This design comes from an exercise in tuning for small area, a short achievable clock period and few clock cycles per item on the open sky130 flow, not from production work.
Only simulation tests tie the RTL to the original design; equivalence was not proved.
No activity file was given, so power comes from the tool's default toggle rates.

### flow/config.mk
export PLATFORM = sky130hd
export DESIGN_NAME = pe_top
export DESIGN_NICKNAME = pe_top
export VERILOG_FILES = /design/flow/design.v
export SDC_FILE = /design/flow/constraint.sdc
export NUM_CORES = 4
export LEC_CHECK = 0
export CAP_MARGIN = 20
export CORE_MARGIN = 2
export CORE_UTILIZATION = 40
export SLEW_MARGIN = 20
### flow/constraint.sdc
create_clock -name core_clock -period 7.0 [get_ports {clk}]
set_input_delay 1.4000 -clock core_clock [delete_from_list [all_inputs] [get_ports {clk}]]
set_output_delay 1.4000 -clock core_clock [all_outputs]
set_load 0.01 [all_outputs]
### flow/design.v
package pe_pkg;
    localparam int DATA_W = 16;
    localparam int CFG_W = 8;
    localparam int SPAD_DEPTH = 12;
    localparam int SPAD_AW = 4;
    localparam int IN_FIFO_DEPTH = 4;
    localparam int OUT_FIFO_DEPTH = 6;
endpackage
module sync_fifo #(
    parameter int DEPTH = 4
) (
    input  logic                      clk,
    input  logic                      rstn,
    input  logic                      write_en,
    input  logic [pe_pkg::DATA_W-1:0] write_data,
    input  logic                      read_en,
    output logic [pe_pkg::DATA_W-1:0] read_data,
    output logic                      full,
    output logic                      empty
);
    logic [pe_pkg::DATA_W-1:0] mem [DEPTH];
    logic [$clog2(DEPTH)-1:0]   wr_ptr;
    logic [$clog2(DEPTH)-1:0]   rd_ptr;
    logic [$clog2(DEPTH+1)-1:0] count;
    logic                       do_write;
    logic                       do_read;
    assign do_write = write_en && !full;
    assign do_read  = read_en && !empty;
    assign full  = (count == DEPTH);
    assign empty = (count == 0);
    assign read_data = mem[rd_ptr];
    always_ff @(posedge clk) begin
        if (!rstn) begin
            wr_ptr <= '0;
            rd_ptr <= '0;
            count  <= '0;
        end else begin
            if (do_write) begin
                if (wr_ptr == DEPTH - 1)
                    wr_ptr <= '0;
                else
                    wr_ptr <= wr_ptr + 1'b1;
            end
            if (do_read) begin
                if (rd_ptr == DEPTH - 1)
                    rd_ptr <= '0;
                else
                    rd_ptr <= rd_ptr + 1'b1;
            end
            case ({do_write, do_read})
                2'b10:   count <= count + 1'b1;
                2'b01:   count <= count - 1'b1;
                default: count <= count;
            endcase
        end
    end
    always_ff @(posedge clk) begin
        if (do_write)
            mem[wr_ptr] <= write_data;
    end
endmodule
module operand_spad (
    input  logic                       clk,
    input  logic                       rstn,
    input  logic [pe_pkg::CFG_W-1:0]   filter_size,
    input  logic                       fifo_empty,
    input  logic [pe_pkg::DATA_W-1:0]  fifo_data,
    output logic                       fifo_read,
    input  logic                       consume,
    input  logic [pe_pkg::SPAD_AW-1:0] rd_addr,
    output logic [pe_pkg::DATA_W-1:0]  rd_data,
    output logic                       loaded
);
    logic [pe_pkg::DATA_W-1:0]  regs [pe_pkg::SPAD_DEPTH];
    logic [pe_pkg::CFG_W-1:0]   wr_cnt;
    logic [pe_pkg::SPAD_AW-1:0] wr_addr;
    assign wr_addr = wr_cnt[pe_pkg::SPAD_AW-1:0];
    assign fifo_read = !fifo_empty && (wr_cnt < filter_size);
    assign loaded = (wr_cnt == filter_size) && (filter_size != '0);
    always_ff @(posedge clk) begin
        if (!rstn) begin
            wr_cnt <= '0;
        end else if (consume) begin
            wr_cnt <= '0;
        end else if (fifo_read) begin
            wr_cnt <= wr_cnt + 1'b1;
        end
    end
    always_ff @(posedge clk) begin
        if (fifo_read)
            regs[wr_addr] <= fifo_data;
    end
    assign rd_data = regs[rd_addr];
endmodule
module mac_pipeline (
    input  logic                      clk,
    input  logic                      rstn,
    input  logic                      in_valid,
    input  logic                      first,
    input  logic                      last,
    input  logic [pe_pkg::DATA_W-1:0] iact,
    input  logic [pe_pkg::DATA_W-1:0] weight,
    input  logic [pe_pkg::DATA_W-1:0] psum_in,
    output logic                      out_valid,
    output logic [pe_pkg::DATA_W-1:0] out_psum
);
    logic [pe_pkg::DATA_W-1:0] op_a;
    logic [pe_pkg::DATA_W-1:0] op_b;
    logic [pe_pkg::DATA_W-1:0] s1_psum;
    logic              s1_valid;
    logic              s1_first;
    logic              s1_last;
    logic              s1_skip;
    logic [pe_pkg::DATA_W-1:0] prod;
    logic [pe_pkg::DATA_W-1:0] addend;
    logic [pe_pkg::DATA_W-1:0] acc;
    logic              nonzero;
    assign nonzero = (iact != '0) && (weight != '0);
    always_ff @(posedge clk) begin
        if (!rstn)
            s1_valid <= 1'b0;
        else
            s1_valid <= in_valid;
    end
    always_ff @(posedge clk) begin
        if (in_valid && nonzero) begin
            op_a <= iact;
            op_b <= weight;
        end
        if (in_valid) begin
            s1_first <= first;
            s1_last  <= last;
            s1_skip  <= !nonzero;
        end
        if (in_valid && first)
            s1_psum <= psum_in;
    end
    assign prod = op_a * op_b;
    assign addend = s1_skip ? '0 : prod;
    always_ff @(posedge clk) begin
        if (s1_valid) begin
            if (s1_first)
                acc <= s1_psum + addend;
            else
                acc <= acc + addend;
        end
    end
    always_ff @(posedge clk) begin
        if (!rstn)
            out_valid <= 1'b0;
        else
            out_valid <= s1_valid && s1_last;
    end
    assign out_psum = acc;
endmodule
module pe_controller (
    input  logic                       clk,
    input  logic                       rstn,
    input  logic [pe_pkg::CFG_W-1:0]   filter_size,
    input  logic                       iact_loaded,
    input  logic                       weight_loaded,
    input  logic                       psum_empty,
    input  logic                       out_full,
    output logic [pe_pkg::SPAD_AW-1:0] rd_addr,
    output logic                       in_valid,
    output logic                       first,
    output logic                       last,
    output logic                       psum_pop,
    output logic                       consume
);
    logic               issuing;
    logic [pe_pkg::SPAD_AW-1:0] cnt;
    logic [1:0]         pend;
    logic               start;
    logic [pe_pkg::CFG_W-1:0]   last_idx;
    assign start = !issuing && iact_loaded && weight_loaded && !psum_empty
                   && !out_full && (pend == 2'b00);
    assign in_valid = start || issuing;
    assign first    = start;
    assign rd_addr  = cnt;
    assign last_idx = filter_size - 1'b1;
    assign last     = in_valid && ({{(pe_pkg::CFG_W - pe_pkg::SPAD_AW){1'b0}}, cnt} == last_idx);
    assign psum_pop = last;
    always_ff @(posedge clk) begin
        if (!rstn) begin
            issuing <= 1'b0;
            cnt     <= '0;
            pend    <= 2'b00;
            consume <= 1'b0;
        end else begin
            pend    <= {pend[0], last};
            consume <= last;
            if (last) begin
                issuing <= 1'b0;
                cnt     <= '0;
            end else if (in_valid) begin
                issuing <= 1'b1;
                cnt     <= cnt + 1'b1;
            end
        end
    end
endmodule
module pe_top (
    input  logic                      clk,
    input  logic                      rstn,
    input  logic [pe_pkg::CFG_W-1:0]  filter_size,
    input  logic                      iact_write_en,
    input  logic [pe_pkg::DATA_W-1:0] data_iact_in,
    output logic                      iact_ready,
    input  logic                      weight_write_en,
    input  logic [pe_pkg::DATA_W-1:0] data_weight_in,
    output logic                      weight_ready,
    input  logic                      psum_write_en,
    input  logic [pe_pkg::DATA_W-1:0] data_psum_in,
    output logic                      psum_ready,
    input  logic                      psum_read_en,
    output logic [pe_pkg::DATA_W-1:0] data_psum_out,
    output logic                      psum_out_valid
);
    logic [pe_pkg::DATA_W-1:0]  iact_head;
    logic               iact_full;
    logic               iact_empty;
    logic               iact_pop;
    logic               iact_loaded;
    logic [pe_pkg::DATA_W-1:0]  iact_rd;
    logic [pe_pkg::DATA_W-1:0]  weight_head;
    logic               weight_full;
    logic               weight_empty;
    logic               weight_pop;
    logic               weight_loaded;
    logic [pe_pkg::DATA_W-1:0]  weight_rd;
    logic [pe_pkg::DATA_W-1:0]  psum_head;
    logic               psum_in_full;
    logic               psum_in_empty;
    logic               psum_pop;
    logic               psum_out_full;
    logic               psum_out_empty;
    logic [pe_pkg::SPAD_AW-1:0] rd_addr;
    logic               consume;
    logic               in_valid;
    logic               first;
    logic               last;
    logic               mac_valid;
    logic [pe_pkg::DATA_W-1:0]  mac_psum;
    assign iact_ready     = !iact_full;
    assign weight_ready   = !weight_full;
    assign psum_ready     = !psum_in_full;
    assign psum_out_valid = !psum_out_empty;
    sync_fifo #(.DEPTH(pe_pkg::IN_FIFO_DEPTH)) iact_fifo (
        .clk        (clk),
        .rstn       (rstn),
        .write_en   (iact_write_en),
        .write_data (data_iact_in),
        .read_en    (iact_pop),
        .read_data  (iact_head),
        .full       (iact_full),
        .empty      (iact_empty)
    );
    sync_fifo #(.DEPTH(pe_pkg::IN_FIFO_DEPTH)) weight_fifo (
        .clk        (clk),
        .rstn       (rstn),
        .write_en   (weight_write_en),
        .write_data (data_weight_in),
        .read_en    (weight_pop),
        .read_data  (weight_head),
        .full       (weight_full),
        .empty      (weight_empty)
    );
    sync_fifo #(.DEPTH(pe_pkg::IN_FIFO_DEPTH)) psum_in_fifo (
        .clk        (clk),
        .rstn       (rstn),
        .write_en   (psum_write_en),
        .write_data (data_psum_in),
        .read_en    (psum_pop),
        .read_data  (psum_head),
        .full       (psum_in_full),
        .empty      (psum_in_empty)
    );
    operand_spad iact_spad (
        .clk         (clk),
        .rstn        (rstn),
        .filter_size (filter_size),
        .fifo_empty  (iact_empty),
        .fifo_data   (iact_head),
        .fifo_read   (iact_pop),
        .consume     (consume),
        .rd_addr     (rd_addr),
        .rd_data     (iact_rd),
        .loaded      (iact_loaded)
    );
    operand_spad weight_spad (
        .clk         (clk),
        .rstn        (rstn),
        .filter_size (filter_size),
        .fifo_empty  (weight_empty),
        .fifo_data   (weight_head),
        .fifo_read   (weight_pop),
        .consume     (consume),
        .rd_addr     (rd_addr),
        .rd_data     (weight_rd),
        .loaded      (weight_loaded)
    );
    pe_controller ctrl (
        .clk           (clk),
        .rstn          (rstn),
        .filter_size   (filter_size),
        .iact_loaded   (iact_loaded),
        .weight_loaded (weight_loaded),
        .psum_empty    (psum_in_empty),
        .out_full      (psum_out_full),
        .rd_addr       (rd_addr),
        .in_valid      (in_valid),
        .first         (first),
        .last          (last),
        .psum_pop      (psum_pop),
        .consume       (consume)
    );
    mac_pipeline mac (
        .clk       (clk),
        .rstn      (rstn),
        .in_valid  (in_valid),
        .first     (first),
        .last      (last),
        .iact      (iact_rd),
        .weight    (weight_rd),
        .psum_in   (psum_head),
        .out_valid (mac_valid),
        .out_psum  (mac_psum)
    );
    sync_fifo #(.DEPTH(pe_pkg::OUT_FIFO_DEPTH)) psum_out_fifo (
        .clk        (clk),
        .rstn       (rstn),
        .write_en   (mac_valid),
        .write_data (mac_psum),
        .read_en    (psum_read_en),
        .read_data  (data_psum_out),
        .full       (psum_out_full),
        .empty      (psum_out_empty)
    );
endmodule
### flow/run.sh
#!/bin/bash
# synth_recipe.tcl (not shown) runs the flow's synth.tcl, then flattens the netlist and writes it again
# the make line also repeats each setting of config.mk as NAME=value (left out here)
make -C /OpenROAD-flow-scripts/flow DESIGN_CONFIG=/design/flow/config.mk WORK_HOME=/design/flow/orfs CLKGATE_MAP_FILE= SYNTH_SCRIPT=/design/flow/synth_recipe.tcl finish
==> results.toml <==
[status]
outcome = "finished clean"

[detailed_routing]
drt_iter0_drc = 1076
vias = 17818
dr.pass1.iters = 5
via_per_inst = 5.11
avgRoutedWirePerCell_um = 20.3
drcViolationCount = 0
routed_wl_mm = 70.8
ant_nets = 0

[clock_network]
clock-root-buffer = "clkbuf_16"
htreeDepth = 3
clk_pin_slew_worst_paths_ps = 60
clk_latency_ps = 640
cts_max_path_buffers = 3
cts_tree = "built"
post_cts_buffers = 0
cts_hold_buf = 0
cts_resized = 0
cts_sinks = 805
numCtsBuffers = 84

[setup_path]
cp.arrival_ps = 6880
end_kind = "flop"
required_ps = 7390
startpoint_type = "flop"
crit_type = "flop to flop"
crit_fanout = 12

[synth]
synth_most_common_cell = "edfxtp_1"
synth_seq_cells = 805
yosysWarnings = 5
syn_area_mm2 = 0.0357
ys.flop_type = "edfxtp_1"
avgSynthCellArea_um2 = 16.8
synth_edf_count = 739
synth_top_area_frac = 0.622
yosysTopAreaCell = "edfxtp_1"
async_flop_share = 0
synth_seq_area_share = 0.659
synth.distinct_cells = 64
synthCells = 2124
syn-num-nets = 2381
synth.area.top_cells = "edfxtp_1, mux4_2, fa_1"
ys_top_cells_by_count = "edfxtp_1, mux4_2, inv_1"

[sta]
max_freq_mhz = 154
period_minus_slack_ps = 6490
relSlewSlack = 0.261
worstMarginPinSlew_ps = 1110
finalSetupViolCount = 0
grt_setup_unrepaired = "false"
slew_viol_final = 0
fin_ws_ps = 505
skew_ps = 20.1
fin_setup_tns_ps = 0
finalHoldViolCount = 0
finalCritPeriodShare = 0.928

[floorplan]
core-area_mm2 = 0.0884
io_pins = 82
die_w_um = 303
start_util = 0.404
dieHeight_um = 303
rows = 109
fp.dieArea_mm2 = 0.0917

[global_routing]
grt_pass1_wl_mm = 110
grt_start_max_net_pins = 65
antenna_found_initial = 0
gr-usage-all-layers = 0.158
overflow = 0
grt_pass1_vias = 18958

[finish]
drive_above_1_share = 0.165
antenna_cells = 0
seq_area_mm2 = 0.0235
multi_input_area_mm2 = 0.0113
areaGrowthSynthToFinish_pct = 14.4
fin_nets = 2511
fillers = 7585

[power_and_ir_drop]
cellLeakagePower_nw = 13.8
peakVddDrop_mv = 0.237
pwr_density_cell_mw_per_mm2 = 299

[placed_design]
gp_congestion = 0.852
numPortBuffers = 81
post-dp-hpwl_mm = 46.7
post-place-ws_ps = 455

[flow_run]
drv_cap = 0

[worst_hold_path]
hold_class = "flop to flop"
==> critical path, cell delays in order (launching register included) <==
cell and delay (ps):
edfxtp_1 550, and2_1 250, fa_1 540, inv_1 50
fa_1 460, fa_1 520, fa_1 560, inv_1 50
fa_1 470, inv_1 50, fa_1 480, inv_1 40
ha_1 330, and2_1 180, a31oi_1 130, o21ai_1 100
nor2_1 120, xor2_1 160, nor2_1 80, ha_1 400
nand3_1 100, o2111ai_1 280, a21o_1 160, a21oi_1 70
xnor2_1 130
==> path summary, 6_finish.rpt <==
| path | start | endpoint | slack (ps) | depth (start not counted) |
|---|---|---|---|---|
| min reg2reg | mac.s1_last$_DFFE_PN_ | mac.out_valid$_SDFF_PN0_ | 470 | 1 |
| min | mac.s1_last$_DFFE_PN_ | mac.out_valid$_SDFF_PN0_ | 470 | 1 |
| max reg2reg | mac.op_b[4]$_DFFE_PP_ | mac.acc[15]$_DFFE_PP_ | 510 | 24 |
| max | mac.op_b[4]$_DFFE_PP_ | mac.acc[15]$_DFFE_PP_ | 510 | 24 |
==> layout by cell type, fill, tap and decap left out, types with 4 or more instances in the layout <==
master	instances
inv_1	156
nor3_2	10
clkinv_2	13
bufinv_16	7
nor3_1	13
fa_1	85
clkinv_1	8
nor2_1	82
a211oi_1	4
xnor2_1	49
nand3_1	13
o21bai_1	4
mux4_2	160
and3_1	19
nor4_1	10
clkdlybuf4s50_1	81
a21boi_0	4
a21oi_1	38
nand2b_1	8
clkinvlp_4	8
o21a_1	9
dfxtp_1	59
mux2i_1	56
dfxtp_2	5
clkbuf_1	17
a21o_1	10
nand4_1	16
nand2_1	124
mux2_2	18
ha_1	110
or3_1	7
nor2b_1	20
xor2_1	30
buf_4	43
edfxtp_1	739
o21ai_0	49
clkbuf_16	85
clkbuf_8	7
and2_1	90
==> metrics by stage <==
step	power [W]	hold WS, ps	std cells	util	area, um2
after floorplan	0.00722	451	2124	-	35700
after global placement	0.00780	472	3333	0.431	38100
after CTS	0.0124	468	3485	0.462	40800
after global routing	0.0127	485	3485	0.462	40800
after detailed placement	0.00791	478	3333	0.431	38100
final	0.0122	474	3485	0.462	40800
==> registers in the layout, summed over array words and instances (netlist names), 64 cells and up, named ones only <==
signal             flops
iact_spad.regs       192
weight_spad.regs     192
psum_out_fifo.mem     96
iact_fifo.mem         64
psum_in_fifo.mem      64
weight_fifo.mem       64
==> cells by family (layout without fill, tap and decap cells) <==
group | after synthesis | count (layout) | synth area share
muxes | 234 | 234 | 0.122
and+or+nand+nor | 432 | 432 | 0.0617
AOI/OAI and AO/OA | 140 | 140 | 0.0251
adders and majority gates | 195 | 195 | 0.0862
buffers and inverters | 238 | 434 | 0.0260
xor gates and xnor gates | 80 | 80 | 0.0200
DFF | 805 | 805 | 0.659
==> power breakdown <==
group	leakage [nW]	internal (W)	switching (W)	total, W
Clock	1.34	0.00259	0.00184	0.00442
Combinational	5.25	0.000566	0.00103	0.00160
Sequential	7.24	0.00600	0.000178	0.00618
Total	13.8	0.00915	0.00304	0.0122
==> layout make-up <==
class                           count  area share
Sequential cell                   805       0.576
Multi-Input combinational cell   1081       0.277
Clock buffer                      109      0.0560
Tap cell                         1165      0.0357
Timing Repair Buffer              125      0.0282
Inverter                          157      0.0144
Clock inverter                     43      0.0122
==> routing by layer <==
| layer | GRT usage | part of all wire | up-vias |
|---|---|---|---|
| met4 | 0.0516 | 0.024 | 0 |
| met5 | 0 | 0 | - |
| met2 | 0.277 | 0.51 | 295 |
| met1 | 0.201 | 0.43 | 9183 |
| met3 | 0.0235 | 0.033 | 112 |
| li1 | - | - | 8228 |
Testbench counts, summed over its fixed seeds: cycles 38,786, rows 2,394.

[afterwards: timing with drivers on the ports]
In the flow no input, the clock included, has a driving cell. The finished layout below was timed again as built, in two steps.
Step 1 assumes that a clkbuf_16 drives the clock port and a buf_2 every other input.
Step 2 also shifts input and output timing later by t, the mid clock arrival at the registers, as if the neighbouring blocks saw the same clock.
Slacks: ideal ports / drivers / drivers and shift; pairs: ideal ports / drivers.
t (ns): 0.700
setup WS [ns]: 0.505 / 0.505 / 0.505
worst setup path after step 2: register to register
After both steps this run still meets setup and hold. For this run, drivers alone change the setup slack by 0.000 ns; drivers and shift together by 0.000 ns.
